From an optimization exercise on the open Yosys and OpenROAD flow, aimed at a short achievable clock period and few clock cycles; shortcuts taken in it are not production practice.
In this exercise RTL edits were held to simulation tests only and were not proved equivalent to the original.
Power is estimated from default activity; no workload was simulated.

===== config.mk =====
export PLATFORM = sky130hd
export DESIGN_NAME = ss_pipeline
export DESIGN_NICKNAME = ss_pipeline
export VERILOG_FILES = /design/flow/design.v
export SDC_FILE = /design/flow/constraint.sdc
export NUM_CORES = 4
export LEC_CHECK = 0
export ABC_CLOCK_PERIOD_IN_PS = 2500
export CAP_MARGIN = 20
export CELL_PAD_IN_SITES_DETAIL_PLACEMENT = 1
export CELL_PAD_IN_SITES_GLOBAL_PLACEMENT = 1
export CORE_MARGIN = 2
export CORE_UTILIZATION = 40
export SETUP_SLACK_MARGIN = 3.2
export SLEW_MARGIN = 20
export SYNTH_HIERARCHICAL = 1
export TNS_END_PERCENT = 100

===== constraint.sdc =====
create_clock -name core_clock -period 6.0 [get_ports {clock}]
set_input_delay 1.2000 -clock core_clock [delete_from_list [all_inputs] [get_ports {clock}]]
set_output_delay 1.2000 -clock core_clock [all_outputs]
set_load 0.01 [all_outputs]

===== design.v =====
`default_nettype none
package ss_pkg;
	localparam int WAYS  = 3;   
	localparam int XLEN  = 16;
	localparam int PC_W  = 8;   
	localparam int REG_W = 3;
	localparam logic [3:0] OP_NOP  = 4'h0;
	localparam logic [3:0] OP_ADD  = 4'h1;
	localparam logic [3:0] OP_SUB  = 4'h2;
	localparam logic [3:0] OP_ADDI = 4'h3;
	localparam logic [3:0] OP_BNZ  = 4'h4;   
	localparam logic [3:0] OP_HALT = 4'h5;
endpackage
`default_nettype wire
`timescale 1ns/1ps
`default_nettype none
module reg_file (
	input  logic         clock,
	input  logic         reset,
	input  logic [2:0]   nx_en,      
	input  logic [8:0]   nx_rd,      
	input  logic [47:0]  wr_data,    
	input  logic [2:0]   wr_nz,      
	input  logic [17:0]  rd_idx,     
	output logic [95:0]  rd_data,    
	output logic [7:0]   nz          
);
	logic [16*8-1:0] regs;
	logic [7:0]      nz_q;   
	logic [23:0]     wsel;   
	logic [23:0]     wsel_d;
	logic [16*8-1:0] cur;    
	always_comb begin
		wsel_d = '0;
		for (int r = 1; r < 8; r++)
			for (int w = 0; w < 3; w++)
				if (nx_en[w] && nx_rd[3*w +: 3] == 3'(r))
					wsel_d[3*r +: 3] = 3'(1) << w;
	end
	always_comb begin
		for (int r = 0; r < 8; r++) begin
			if (wsel[3*r +: 3] == 3'd0) begin
				cur[16*r +: 16] = regs[16*r +: 16];
				nz[r]           = nz_q[r];
			end else begin
				cur[16*r +: 16] = ({16{wsel[3*r]}} & wr_data[15:0]) |
					({16{wsel[3*r+1]}} & wr_data[31:16]) | ({16{wsel[3*r+2]}} & wr_data[47:32]);
				nz[r]           = |(wsel[3*r +: 3] & wr_nz);
			end
		end
		cur[15:0] = '0;
		nz[0]     = 1'b0;
		for (int p = 0; p < 6; p++)
			rd_data[16*p +: 16] = cur[16*rd_idx[3*p +: 3] +: 16];
	end
	always_ff @(posedge clock) begin
		if (!reset) begin
			regs <= '0;
			nz_q <= '0;
			wsel <= '0;
		end else begin
			regs <= cur;
			nz_q <= nz;
			wsel <= wsel_d;
		end
	end
endmodule
`default_nettype wire
`timescale 1ns/1ps
`default_nettype none
module fetch_unit (
	input  logic         clock,
	input  logic         reset,
	input  logic         redirect_valid,
	input  logic [7:0]   redirect_target,
	output logic [7:0]   imem_addr,
	input  logic [47:0]  imem_data,
	output logic [17:0]  rf_idx,
	input  logic [95:0]  rf_data,
	input  logic [7:0]   rf_nz,      
	output logic [2:0]   x_valid,
	output logic [7:0]   x_pc,
	output logic [2:0]   x_alu,
	output logic [2:0]   x_sub,
	output logic [2:0]   x_halt,
	output logic [2:0]   x_wr,
	output logic [8:0]   x_rd,
	output logic [2:0]   x_gw,       
	output logic [17:0]  x_gsrc,     
	output logic [47:0]  x_v1,       
	output logic [47:0]  x_v2,
	output logic [47:0]  x_v3,
	output logic [20:0]  x_t1sel,
	output logic [20:0]  x_t2sel,
	output logic [20:0]  x_t3sel,
	output logic [2:0]   x_ci1
);
	logic [7:0]  pc;
	logic        stopped;
	logic [2:0]  is_alu, is_sub, is_addi, is_br, is_halt, uses_a, uses_b, wr;
	logic [8:0]  rd, rs1, rs2;
	logic [47:0] opa, opb;        
	logic [7:0]  guess_q;         
	logic [7:0]  pred_q;          
	logic [7:0]  wr_f;            
	logic [7:0]  wr_x;            
	logic [2:0]  valid;
	logic        halt_seen;
	logic [7:0]  next_pc;
	logic [17:0] asel, bsel;      
	logic [2:0]  gw;
	logic [17:0] gsrc;
	logic [3:0]  s1, s2, s3;      
	logic [2:0]  inv1, inv2, inv3, ci1;
	logic [2:0]  inb_a, inb_b;
	logic [20:0] t1sel, t2sel, t3sel;
	logic [47:0] v1, v2, v3;
	assign imem_addr = pc;
	always_comb begin
		for (int w = 0; w < 3; w++) begin
			is_sub[w]  = imem_data[16*w+12 +: 4] == ss_pkg::OP_SUB;
			is_addi[w] = imem_data[16*w+12 +: 4] == ss_pkg::OP_ADDI;
			is_alu[w]  = imem_data[16*w+12 +: 4] == ss_pkg::OP_ADD || is_sub[w] || is_addi[w];
			is_br[w]   = imem_data[16*w+12 +: 4] == ss_pkg::OP_BNZ;
			is_halt[w] = imem_data[16*w+12 +: 4] == ss_pkg::OP_HALT;
			uses_a[w]  = is_alu[w] || is_br[w];
			uses_b[w]  = is_alu[w] && !is_addi[w];
			rd[3*w +: 3]  = imem_data[16*w+9 +: 3];
			rs1[3*w +: 3] = imem_data[16*w+6 +: 3];
			rs2[3*w +: 3] = imem_data[16*w+3 +: 3];
			wr[w]      = is_alu[w] && rd[3*w +: 3] != 3'd0;
			rf_idx[6*w +: 3]   = rs1[3*w +: 3];
			rf_idx[6*w+3 +: 3] = rs2[3*w +: 3];
			opa[16*w +: 16] = rf_data[16*(2*w) +: 16];
			opb[16*w +: 16] = is_addi[w] ? {{10{imem_data[16*w+5]}}, imem_data[16*w +: 6]} :
				rf_data[16*(2*w+1) +: 16];
		end
		for (int r = 0; r < 8; r++) begin
			wr_f[r] = 1'b0;
			wr_x[r] = 1'b0;
			for (int w = 0; w < 3; w++) begin
				if (valid[w] && wr[w] && rd[3*w +: 3] == 3'(r))
					wr_f[r] = 1'b1;
				if (x_valid[w] && x_wr[w] && x_rd[3*w +: 3] == 3'(r))
					wr_x[r] = 1'b1;
			end
		end
	end
	decode_stage u_bundle (
		.instr     (imem_data),
		.pc        (pc),
		.stopped   (stopped),
		.pred_reg  (pred_q),
		.valid     (valid),
		.halt_seen (halt_seen),
		.next_pc   (next_pc)
	);
	function automatic logic [5:0] src(input int w, input logic [2:0] idx, input logic used,
			input logic [2:0] wr_i, input logic [8:0] rd_i,
			input logic [2:0] xv, input logic [2:0] xw, input logic [8:0] xr);
		logic [5:0] s;
		s = 6'b000001;
		if (used) begin
			for (int c = 0; c < 3; c++)
				if (xv[c] && xw[c] && xr[3*c +: 3] == idx)
					s = 6'(1) << (1 + c);
			for (int j = 0; j < w; j++)
				if (wr_i[j] && rd_i[3*j +: 3] == idx)
					s = 6'(1) << (4 + j);
		end
		src = s;
	endfunction
	function automatic logic [6:0] tsel(input logic [3:0] s, input logic inv);
		tsel = {s[3:1] & {3{inv}}, s[3:1] & {3{!inv}}, s[0]};
	endfunction
	always_comb begin
		for (int w = 0; w < 3; w++) begin
			asel[6*w +: 6] = src(w, rs1[3*w +: 3], uses_a[w], wr, rd, x_valid, x_wr, x_rd);
			bsel[6*w +: 6] = src(w, rs2[3*w +: 3], uses_b[w], wr, rd, x_valid, x_wr, x_rd);
			inb_a[w] = asel[6*w+4] || asel[6*w+5];
			inb_b[w] = bsel[6*w+4] || bsel[6*w+5];
			gw[w] = is_br[w] && (guess_q[rs1[3*w +: 3]] || inb_a[w]);
			gsrc[6*w +: 6] = {asel[6*w], asel[6*w+1 +: 3], asel[6*w+4 +: 2]};
		end
		for (int w = 0; w < 3; w++) begin
			s1 = {asel[6*w+1 +: 3], asel[6*w]} & {4{is_alu[w]}};
			s2 = {bsel[6*w+1 +: 3], bsel[6*w]} & {4{is_alu[w]}};
			s3 = '0;
			v1[16*w +: 16] = opa[16*w +: 16];
			v2[16*w +: 16] = opb[16*w +: 16];
			v3[16*w +: 16] = opb[16*w +: 16];
			inv1[w] = 1'b0;
			inv2[w] = is_sub[w];
			inv3[w] = 1'b0;
			ci1[w]  = 1'b0;
			for (int j = 0; j < w; j++) begin
				if (is_alu[w] && (asel[6*w+4+j] || bsel[6*w+4+j])) begin
					s1 = {asel[6*j+1 +: 3], asel[6*j]};
					s2 = {bsel[6*j+1 +: 3], bsel[6*j]};
					v1[16*w +: 16] = opa[16*j +: 16];
					v2[16*w +: 16] = opb[16*j +: 16];
					inv1[w] = inb_b[w] && is_sub[w];
					inv2[w] = is_sub[j] ^ (inb_b[w] && is_sub[w]);
					ci1[w]  = is_sub[j] ^ (inb_b[w] && is_sub[w]);
					if (inb_b[w]) begin
						s3 = {asel[6*w+1 +: 3], asel[6*w]};
						v3[16*w +: 16] = opa[16*w +: 16];
					end else begin
						s3 = {bsel[6*w+1 +: 3], bsel[6*w]};
						inv3[w] = is_sub[w];
					end
				end
			end
			t1sel[7*w +: 7] = tsel(s1, inv1[w]);
			t2sel[7*w +: 7] = tsel(s2, inv2[w]);
			t3sel[7*w +: 7] = tsel(s3, inv3[w]);
			v1[16*w +: 16] = v1[16*w +: 16] ^ {16{inv1[w]}};
			v2[16*w +: 16] = v2[16*w +: 16] ^ {16{inv2[w]}};
			v3[16*w +: 16] = v3[16*w +: 16] ^ {16{inv3[w]}};
		end
	end
	always_ff @(posedge clock) begin
		if (!reset) begin
			guess_q <= '0;
			pred_q  <= '0;
		end else begin
			guess_q <= wr_f | wr_x;
			pred_q  <= wr_f | wr_x | rf_nz;
		end
	end
	always_ff @(posedge clock) begin
		if (!reset) begin
			pc      <= '0;
			stopped <= 1'b0;
		end else if (redirect_valid) begin
			pc      <= redirect_target;
			stopped <= 1'b0;
		end else begin
			pc      <= next_pc;
			stopped <= stopped | halt_seen;
		end
	end
	always_ff @(posedge clock) begin
		x_valid <= valid;
		if (!reset || redirect_valid)
			x_valid <= '0;
		x_pc    <= pc;
		x_alu   <= is_alu;
		x_sub   <= is_sub;
		x_halt  <= is_halt;
		x_wr    <= wr;
		x_rd    <= rd;
		x_gw    <= gw;
		x_gsrc  <= gsrc;
		x_v1    <= v1;
		x_v2    <= v2;
		x_v3    <= v3;
		x_t1sel <= t1sel;
		x_t2sel <= t2sel;
		x_t3sel <= t3sel;
		x_ci1   <= ci1;
	end
endmodule
`default_nettype wire
`timescale 1ns/1ps
`default_nettype none
module decode_stage (
	input  logic [47:0] instr,
	input  logic [7:0]  pc,
	input  logic        stopped,
	input  logic [7:0]  pred_reg,
	output logic [2:0]  valid,
	output logic        halt_seen,
	output logic [7:0]  next_pc
);
	logic [3:0]  op [3];
	logic [2:0]  rd [3];
	logic [2:0]  rs1 [3];
	logic [2:0]  rs2 [3];
	logic [2:0]  is_alu, is_br, is_halt, uses_b, wr;
	logic        a1r0, b1r0, a2r0, b2r0, a2r1, b2r1;
	logic        split1, split2;
	logic [2:0]  pred;   
	always_comb begin
		for (int w = 0; w < 3; w++) begin
			op[w]      = instr[16*w+12 +: 4];
			rd[w]      = instr[16*w+9 +: 3];
			rs1[w]     = instr[16*w+6 +: 3];
			rs2[w]     = instr[16*w+3 +: 3];
			is_alu[w]  = op[w] == ss_pkg::OP_ADD || op[w] == ss_pkg::OP_SUB || op[w] == ss_pkg::OP_ADDI;
			is_br[w]   = op[w] == ss_pkg::OP_BNZ;
			is_halt[w] = op[w] == ss_pkg::OP_HALT;
			uses_b[w]  = op[w] == ss_pkg::OP_ADD || op[w] == ss_pkg::OP_SUB;
			wr[w]      = is_alu[w] && rd[w] != 3'd0;
		end
		a1r0 = wr[0] && rd[0] == rs1[1];
		b1r0 = wr[0] && rd[0] == rs2[1] && uses_b[1];
		a2r1 = wr[1] && rd[1] == rs1[2];
		b2r1 = wr[1] && rd[1] == rs2[2] && uses_b[2];
		a2r0 = wr[0] && rd[0] == rs1[2];
		b2r0 = wr[0] && rd[0] == rs2[2] && uses_b[2];
		pred[0] = pred_reg[rs1[0]];
		pred[1] = pred_reg[rs1[1]] || a1r0;
		pred[2] = pred_reg[rs1[2]] || a2r0 || a2r1;
		split1 = is_alu[1] && a1r0 && b1r0;
		split2 = ((a2r1 || b2r1) && is_alu[1] && (a1r0 || b1r0) && (is_alu[2] || is_br[2])) ||
			(is_alu[2] && (a2r0 || a2r1) && (b2r0 || b2r1));
		valid[0] = !stopped;
		valid[1] = !stopped && !(is_br[0] && pred[0]) && !is_halt[0] && !split1;
		valid[2] = valid[1] && !(is_br[1] && pred[1]) && !is_halt[1] && !split2;
		halt_seen = |(valid & is_halt);
		if (is_br[0] && pred[0])
			next_pc = {2'b00, instr[0 +: 6]};
		else if (valid[1] && is_br[1] && pred[1])
			next_pc = {2'b00, instr[16 +: 6]};
		else if (valid[2] && is_br[2] && pred[2])
			next_pc = {2'b00, instr[32 +: 6]};
		else if (valid[2])
			next_pc = pc + 8'd3;
		else if (valid[1])
			next_pc = pc + 8'd2;
		else
			next_pc = pc + 8'd1;
	end
endmodule
`default_nettype wire
`timescale 1ns/1ps
`default_nettype none
module exec_stage (
	input  logic         clock,
	input  logic         reset,
	input  logic [2:0]   x_valid,
	input  logic [7:0]   x_pc,
	input  logic [2:0]   x_alu,
	input  logic [2:0]   x_sub,
	input  logic [2:0]   x_halt,
	input  logic [8:0]   x_rd,
	input  logic [2:0]   x_gw,
	input  logic [17:0]  x_gsrc,
	input  logic [47:0]  x_v1,
	input  logic [47:0]  x_v2,
	input  logic [47:0]  x_v3,
	input  logic [20:0]  x_t1sel,
	input  logic [20:0]  x_t2sel,
	input  logic [20:0]  x_t3sel,
	input  logic [2:0]   x_ci1,
	output logic         redirect_valid,
	output logic [7:0]   redirect_target,
	output logic [2:0]   commit_valid,
	output logic [23:0]  commit_pc,
	output logic [2:0]   commit_wr_en,
	output logic [8:0]   commit_rd,
	output logic [47:0]  commit_data,
	output logic [2:0]   commit_stop,
	output logic [2:0]   commit_nz     
);
	logic [47:0] commit_data_n;   
	logic [47:0] t1, t2, t3;
	logic [47:0] res;
	logic [1:0]  own_nz;     
	logic [2:0]  v_z;        
	logic [2:0]  gv;         
	logic [5:0]  gs;         
	logic [23:0] pcw;
	function automatic logic [15:0] pick(input logic [6:0] s, input logic [15:0] v,
			input logic [47:0] cd, input logic [47:0] cdn);
		pick = ({16{s[0]}} & v) | ({16{s[1]}} & cd[15:0]) | ({16{s[2]}} & cd[31:16]) |
			({16{s[3]}} & cd[47:32]) | ({16{s[4]}} & cdn[15:0]) | ({16{s[5]}} & cdn[31:16]) |
			({16{s[6]}} & cdn[47:32]);
	endfunction
	always_comb begin
		for (int w = 0; w < 3; w++) begin
			t1[16*w +: 16] = pick(x_t1sel[7*w +: 7], x_v1[16*w +: 16], commit_data, commit_data_n);
			t2[16*w +: 16] = pick(x_t2sel[7*w +: 7], x_v2[16*w +: 16], commit_data, commit_data_n);
			t3[16*w +: 16] = pick(x_t3sel[7*w +: 7], x_v3[16*w +: 16], commit_data, commit_data_n);
		end
	end
	for (genvar w = 0; w < 3; w++) begin : g_add
		csa_add u_add (
			.t1  (t1[16*w +: 16]),
			.t2  (t2[16*w +: 16]),
			.t3  (t3[16*w +: 16]),
			.ci1 (x_ci1[w]),
			.ci2 (x_sub[w]),
			.sum (res[16*w +: 16])
		);
	end
	for (genvar w = 0; w < 2; w++) begin : g_zero
		zero_test u_zero (
			.x  (t1[16*w +: 16]),
			.y  (t2[16*w +: 16]),
			.ci (x_sub[w]),
			.nz (own_nz[w])
		);
	end
	always_comb begin
		for (int w = 0; w < 3; w++) begin
			pcw[8*w +: 8] = x_pc + 8'(w);
			commit_nz[w]  = commit_data[16*w +: 16] != 16'd0;
			v_z[w]        = x_v1[16*w +: 16] == 16'd0;
			gv[w]         = x_valid[w] && x_gw[w];
		end
		gs = '0;
		for (int w = 0; w < 3; w++)
			gs = gs | (x_gsrc[6*w +: 6] & {6{gv[w]}});
		redirect_valid = |(gs[4:0] & ~{commit_nz, own_nz}) || |(gv & {3{gs[5]}} & v_z);
		redirect_target = '0;
		for (int w = 0; w < 3; w++)
			if (gv[w])
				redirect_target = x_pc + 8'(w + 1);
	end
	always_ff @(posedge clock) begin
		commit_valid <= x_valid;
		if (!reset)
			commit_valid <= '0;
		commit_pc     <= pcw;
		commit_wr_en  <= x_alu;
		commit_rd     <= x_rd;
		commit_stop   <= x_halt;
		commit_data   <= res;
		commit_data_n <= ~res;
	end
endmodule
module csa_add (
	input  logic [15:0] t1,
	input  logic [15:0] t2,
	input  logic [15:0] t3,
	input  logic        ci1,
	input  logic        ci2,
	output logic [15:0] sum
);
	logic [15:0] s, c;
	logic [16:0] g, p, g2, p2;
	always_comb begin
		s = t1 ^ t2 ^ t3;
		c = {(t1[14:0] & t2[14:0]) | (t1[14:0] & t3[14:0]) | (t2[14:0] & t3[14:0]), ci1};
		g = {s & c, ci2};
		p = {s ^ c, 1'b0};
		for (int d = 1; d < 17; d = d * 2) begin
			g2 = g;
			p2 = p;
			for (int i = d; i < 17; i++) begin
				g2[i] = g[i] | (p[i] & g[i-d]);
				p2[i] = p[i] & p[i-d];
			end
			g = g2;
			p = p2;
		end
		sum = (s ^ c) ^ g[15:0];
	end
endmodule
module zero_test (
	input  logic [15:0] x,
	input  logic [15:0] y,
	input  logic        ci,
	output logic        nz
);
	assign nz = (x ^ y) != {x[14:0] | y[14:0], ci};
endmodule
`default_nettype wire
`timescale 1ns/1ps
`default_nettype none
module ss_pipeline (
	input  logic         clock,
	input  logic         reset,
	output logic [7:0]   imem_addr,
	input  logic [47:0]  imem_data,
	output logic [2:0]   commit_valid,
	output logic [23:0]  commit_pc,
	output logic [2:0]   commit_wr_en,
	output logic [8:0]   commit_rd,
	output logic [47:0]  commit_data,
	output logic [2:0]   commit_stop,
	output logic         halted
);
	logic         redirect_valid;
	logic [7:0]   redirect_target;
	logic [17:0]  rf_idx;
	logic [95:0]  rf_data;
	logic [7:0]   rf_nz;
	logic [2:0]   commit_nz;
	logic [2:0]   x_valid, x_alu, x_sub, x_halt, x_wr, x_gw;
	logic [7:0]   x_pc;
	logic [17:0]  x_gsrc;
	logic [20:0]  x_t1sel, x_t2sel, x_t3sel;
	logic [47:0]  x_v1, x_v2, x_v3;
	logic [2:0]   x_ci1;
	logic [8:0]   x_rd;
	fetch_unit u_fetch (
		.clock           (clock),
		.reset           (reset),
		.redirect_valid  (redirect_valid),
		.redirect_target (redirect_target),
		.imem_addr       (imem_addr),
		.imem_data       (imem_data),
		.rf_idx          (rf_idx),
		.rf_data         (rf_data),
		.rf_nz           (rf_nz),
		.x_valid         (x_valid),
		.x_pc            (x_pc),
		.x_alu           (x_alu),
		.x_sub           (x_sub),
		.x_halt          (x_halt),
		.x_wr            (x_wr),
		.x_rd            (x_rd),
		.x_gw            (x_gw),
		.x_gsrc          (x_gsrc),
		.x_v1            (x_v1),
		.x_v2            (x_v2),
		.x_v3            (x_v3),
		.x_t1sel         (x_t1sel),
		.x_t2sel         (x_t2sel),
		.x_t3sel         (x_t3sel),
		.x_ci1           (x_ci1)
	);
	reg_file u_reg_file (
		.clock     (clock),
		.reset     (reset),
		.nx_en     (x_valid & x_wr),
		.nx_rd     (x_rd),
		.wr_data   (commit_data),
		.wr_nz     (commit_nz),
		.rd_idx    (rf_idx),
		.rd_data   (rf_data),
		.nz        (rf_nz)
	);
	exec_stage u_exec (
		.clock           (clock),
		.reset           (reset),
		.x_valid         (x_valid),
		.x_pc            (x_pc),
		.x_alu           (x_alu),
		.x_sub           (x_sub),
		.x_halt          (x_halt),
		.x_rd            (x_rd),
		.x_gw            (x_gw),
		.x_gsrc          (x_gsrc),
		.x_v1            (x_v1),
		.x_v2            (x_v2),
		.x_v3            (x_v3),
		.x_t1sel         (x_t1sel),
		.x_t2sel         (x_t2sel),
		.x_t3sel         (x_t3sel),
		.x_ci1           (x_ci1),
		.redirect_valid  (redirect_valid),
		.redirect_target (redirect_target),
		.commit_valid    (commit_valid),
		.commit_pc       (commit_pc),
		.commit_wr_en    (commit_wr_en),
		.commit_rd       (commit_rd),
		.commit_data     (commit_data),
		.commit_stop     (commit_stop),
		.commit_nz       (commit_nz)
	);
	always_ff @(posedge clock) begin
		if (!reset)
			halted <= 1'b0;
		else if (|(commit_valid & commit_stop))
			halted <= 1'b1;   
	end
endmodule
`default_nettype wire

===== flow/run.sh =====
#!/bin/bash
# The standard layout (standard.sh), with two changes to how it is made:
# port buffers are plain buffers instead of the delay-buffer cell that
# buffer_ports picks by default, and the resizer may swap a cell for one
# with another footprint. Everything else is the standard flow.
set -euo pipefail
bash standard.sh MATCH_CELL_FOOTPRINT=0 "BUFFER_PORTS_ARGS=-buffer_cell sky130_fd_sc_hd__buf_4" finish > standard_flow.log 2>&1

===== standard.sh =====
#!/bin/bash
# synth_recipe.tcl (not shown) runs the flow's synth.tcl, then flattens the netlist and writes it again
# the make line also repeats each setting of config.mk as NAME=value (left out here)
make -C /OpenROAD-flow-scripts/flow DESIGN_CONFIG=/design/flow/config.mk WORK_HOME=/design/flow/orfs CLKGATE_MAP_FILE= SYNTH_SCRIPT=/design/flow/synth_recipe.tcl "${@:-finish}"

==> results_dict.tcl <==
set metrics [dict create \
    run_status "complete, no violations" \
    avgRoutedWirePerCell_um 41.9 \
    grt_setup_unrepaired "true" \
    tightest_slew_ns 1.06 \
    setup_total_negative_slack_ns 0 \
    finalClockSkew_ns 0.0419 \
    layout_common_cells "669 x buf_4, 419 x a211oi_1, 411 x dfxtp_1" \
    syn_area_per_cell_um2 8.20 \
    slew_viol_final 0 \
    fin_crit_period_ns 4.27 \
    area_delta_synth_final_pct 36.8 \
    worst_skew_pair.late_latency_ns 0.70 \
    worst_r2r_path_depth 15 \
    grt_pass1_vias 48900 \
    clock_tree.htree_level_count 3 \
    tritoncts.num_buffers 71 \
    drv.max_cap_violation_count 0 \
    timing.reg2reg.setup_slack_ns 1.73 \
    max-clock-path-buffers 3 \
    timing.max_slew.rel_slack 0.290 \
    global_route.overflow_total 0 \
    drc 0 \
    synth_ff_type "dfxtp_1" \
    design.core.area_um2 102000 \
    post_synth_inst_count 5001 \
    routed_wirelength_mm 285 \
    maximum_number_of_pins_on_one_net_before_global_route_repair 61 \
    timing.final.crit_share 0.712 \
    vias 52300 \
    fillers 11300 \
    final-setup-viol-count 0 \
    largest_fanout_on_the_critical_path 8 \
    crit_start "u_fetch.x_t1sel[0]" \
    gp_congestion 1.01 \
    most_common_cell_after_layout_fill_and_taps_aside "buf_4" \
    die_area_um2 105000 \
    design.portCount 149 \
    global_route_wire_length_before_repair_mm 380 \
    p_leak_nw 20.4 \
    crit_path_start_kind "register" \
    yosys.cell_types.count 106 \
    asyncSetResetFlopFracSynth 0 \
    antenna_violating_nets_post_route 0 \
    synth_top_area_cell "dfxtp_1" \
    holdCritPathClass "reg -> reg" \
    nNetsFinal 5533 \
    seq_area_um2 11400 \
    detail_route.iter0.violations 10200 \
    cts_hold_repair.buffers 0 \
    crit_type "reg -> reg" \
    cts.sinks 552 \
    worst_setup_endpoint "u_fetch.pc[6]" \
    post-dp-hpwl_mm 176 \
    synthesis.area_um2 41000 \
    post_route_cells_drive_above_1_share 0.355 \
    cp_data_required_time_ns 6.56 \
    fmax_mhz 234 \
    floorplan.initialDensity 0.403 \
    worstPathArrival_ns 4.83 \
    vias_per_inst 7.70 \
    timing_hold_violations_final 0 \
    synth.area.top_cells "dfxtp_1 27%, a211oi_1 11%, a222oi_1 6.4%" \
    drt-pass1-iter-count 17 \
    netlist.area_leader.share 0.269 \
    endpoint_kind "register" \
    fp-row-count 117 \
    synth_edf_count 0 \
    post_layout_nonfiller_instances 6788 \
    globalRouteTotalUtil 0.505 \
    clk_root_buffer_cell "clkbuf_16" \
    ys.warnings.count 16 \
    total_area_of_multi_input_combinational_cells_um2 31100 \
    synth.ff_latch_count 552 \
    irDropWorstVdd_v 0.000357 \
    worstReg2RegStart "u_fetch.x_t1sel[0]" \
    fp.dieH_um 324 \
    die-width_um 324 \
    pwr_cell_area_nw_per_um2 267 \
    clkTransAtPathRegs_ns 0.06 \
    antenna_found_initial 18 \
    io_buffer_count 148 \
    dpl.cell_count 6058 \
    synth_seq_area_share 0.269 \
    worst_r2r_endpoint "u_fetch.pc[6]" \
    tritoncts "done" \
]
[per-stage QoR]
step / instance area (µm²) / util / power (mW) / setup slack, ns / hold WS [ns]
finish: 56100 / 0.551 / 15.0 / 1.73 / 0.321
global route: 56100 / 0.551 / 15.2 / 1.86 / 0.325
CTS: 52100 / 0.512 / 14.0 / 2.50 / 0.317
detailed placement: 43100 / 0.424 / 8.76 / 1.55 / 0.313
global placement: 43100 / 0.423 / 8.73 / 1.53 / 0.310
floorplan: 42300 / - / 6.75 / 2.43 / 0.310
[critical path: stages, from the launching register on]
cell	delay, ns
dfxtp_4	0.44
buf_12	0.19
a222oi_1	0.40
nand3_1	0.18
inv_1	0.14
ha_4	0.21
xnor2_2	0.17
nand4_1	0.12
nor4_2	0.16
nand4_1	0.84
a21oi_2	0.41
nor4_2	0.09
o21ai_2	0.22
buf_6	0.24
mux2i_1	0.21
nor2b_1	0.07
[metal layers]
| metal | part of all wire | global-route usage |
|---|---|---|
| met1 | 0.35 | 0.601 |
| met4 | 0.11 | 0.387 |
| met5 | 0.00065 | 0.00509 |
| met3 | 0.14 | 0.198 |
| met2 | 0.40 | 0.728 |
[synth_stat cells, drive strengths merged, types with 5 or more instances]
cell / instances
ha: 83
a31oi: 10
nand4: 23
clkbuf: 456
o41ai: 96
a211oi: 608
and3: 20
mux2i: 83
nor3: 55
a21oi: 432
o41a: 5
or4: 11
nand2: 121
mux4: 12
fa: 48
a22o: 5
dfxtp: 552
o21a: 13
o31ai: 9
nand3: 197
a21o: 39
o21ai: 239
a21boi: 9
nand3b: 11
nor2b: 29
inv: 178
a32oi: 5
buf: 190
or2: 5
xnor2: 186
a22oi: 314
o311ai: 9
and2: 76
a221oi: 11
xor2: 90
nand2b: 31
nor2: 204
a222oi: 263
nor4: 150
o22ai: 32
or3: 17
o221ai: 6
nor4bb: 5
[flip-flops by register name, summed over array words and instances (netlist names), 7 cells and up]
name,count
u_fetch.x_v1,48
u_fetch.x_pc,8
u_fetch.x_t3sel,14
u_fetch.x_v2,48
u_fetch.pc,8
u_fetch.x_gsrc,15
u_exec.commit_rd,9
u_reg_file.regs,112
u_exec.commit_data,48
u_fetch.x_t1sel,18
u_reg_file.nz_q,7
u_fetch.pred_q,8
u_exec.commit_data_n,48
u_fetch.x_v3,48
u_exec.commit_pc,23
u_fetch.x_t2sel,21
u_fetch.x_rd,9
u_fetch.guess_q,8
u_reg_file.wsel,21
[area by class of cell]
| class | count | area share |
|---|---|---|
| Sequential cell | 552 | 0.204 |
| Clock buffer | 100 | 0.0371 |
| Clock inverter | 28 | 0.00709 |
| Tap cell | 1368 | 0.0305 |
| Multi-Input combinational cell | 3655 | 0.555 |
| Antenna cell | 13 | 0.000580 |
| Timing Repair inverter | 1 | 0.000290 |
| Inverter | 179 | 0.0125 |
| Timing Repair Buffer | 892 | 0.153 |
[cell families after synthesis]
family          synth area share
simple gates               0.126
mux                       0.0279
fa+ha+maj                 0.0488
other cells             0.000183
buf+inv                   0.0885
flops                      0.269
compound gates             0.380
xor+xnor                  0.0589
[modules after synthesis (local to each module, per instance)]
module	flip-flops and latches	cells inside
exec_stage	137	1082
zero_test	0	67
csa_add	0	144
ss_pipeline	1	7
fetch_unit	274	1229
reg_file	140	1952
decode_stage	0	165
[power breakdown]
group | leakage [nW] | internal, mW | switching, mW
Sequential | 4.59 | 4.07 | 1.04
Clock | 1.20 | 2.67 | 2.00
Combinational | 14.6 | 1.98 | 3.20
Total | 20.4 | 8.73 | 6.25
[repair_timing]
item,4_1_cts,5_1_grt
endpoints found under the setup margin,327,240
pin swaps,258,244
setup buffers,371,184
gates cloned,23,11
gates resized for setup,774,488
[worst min path at each step]
stage	to	slack, ns	from	depth (start not counted)
finish	u_exec.commit_stop[1]	0.32	u_fetch.x_halt[1]	0
global route	u_exec.commit_stop[1]	0.33	u_fetch.x_halt[1]	0
CTS	u_exec.commit_stop[1]	0.32	u_fetch.x_halt[1]	0
detailed placement	u_exec.commit_wr_en[0]	0.31	u_fetch.x_alu[0]	0
global placement	u_exec.commit_stop[1]	0.31	u_fetch.x_halt[1]	0
floorplan	u_exec.commit_stop[0]	0.31	u_fetch.x_halt[0]	0
Testbench counts, summed over its fixed seeds: cycles 4,139.

## port drivers added, routing unchanged
Ports are ideal in the flow. The routed layout listed here was re-timed in OpenROAD.
Step 1 (the two cells are an assumption about what drives the block):
set clk [get_ports {clock}]
set_driving_cell -lib_cell sky130_fd_sc_hd__clkbuf_16 $clk
set_driving_cell -lib_cell sky130_fd_sc_hd__buf_2 [delete_from_list [all_inputs] $clk]
Step 2 times the ports against the registers' clock, not the clock port: input delays grow and output delays shrink by t, the midpoint of the rising clock arrivals with the driver on.
a / b / c = ideal ports / drivers / drivers and shift; a / b = the first two.
t (ns): 0.756
slack for setup (ns): 1.729 / 1.729 / 1.729
latest minus earliest clock arrival (ns): 0.043 / 0.043
worst slew at a driven data input, ns: 0.33
After both steps setup and hold are still met in this run. For this run, drivers alone change the setup slack by 0.000 ns; drivers and shift together by 0.000 ns.
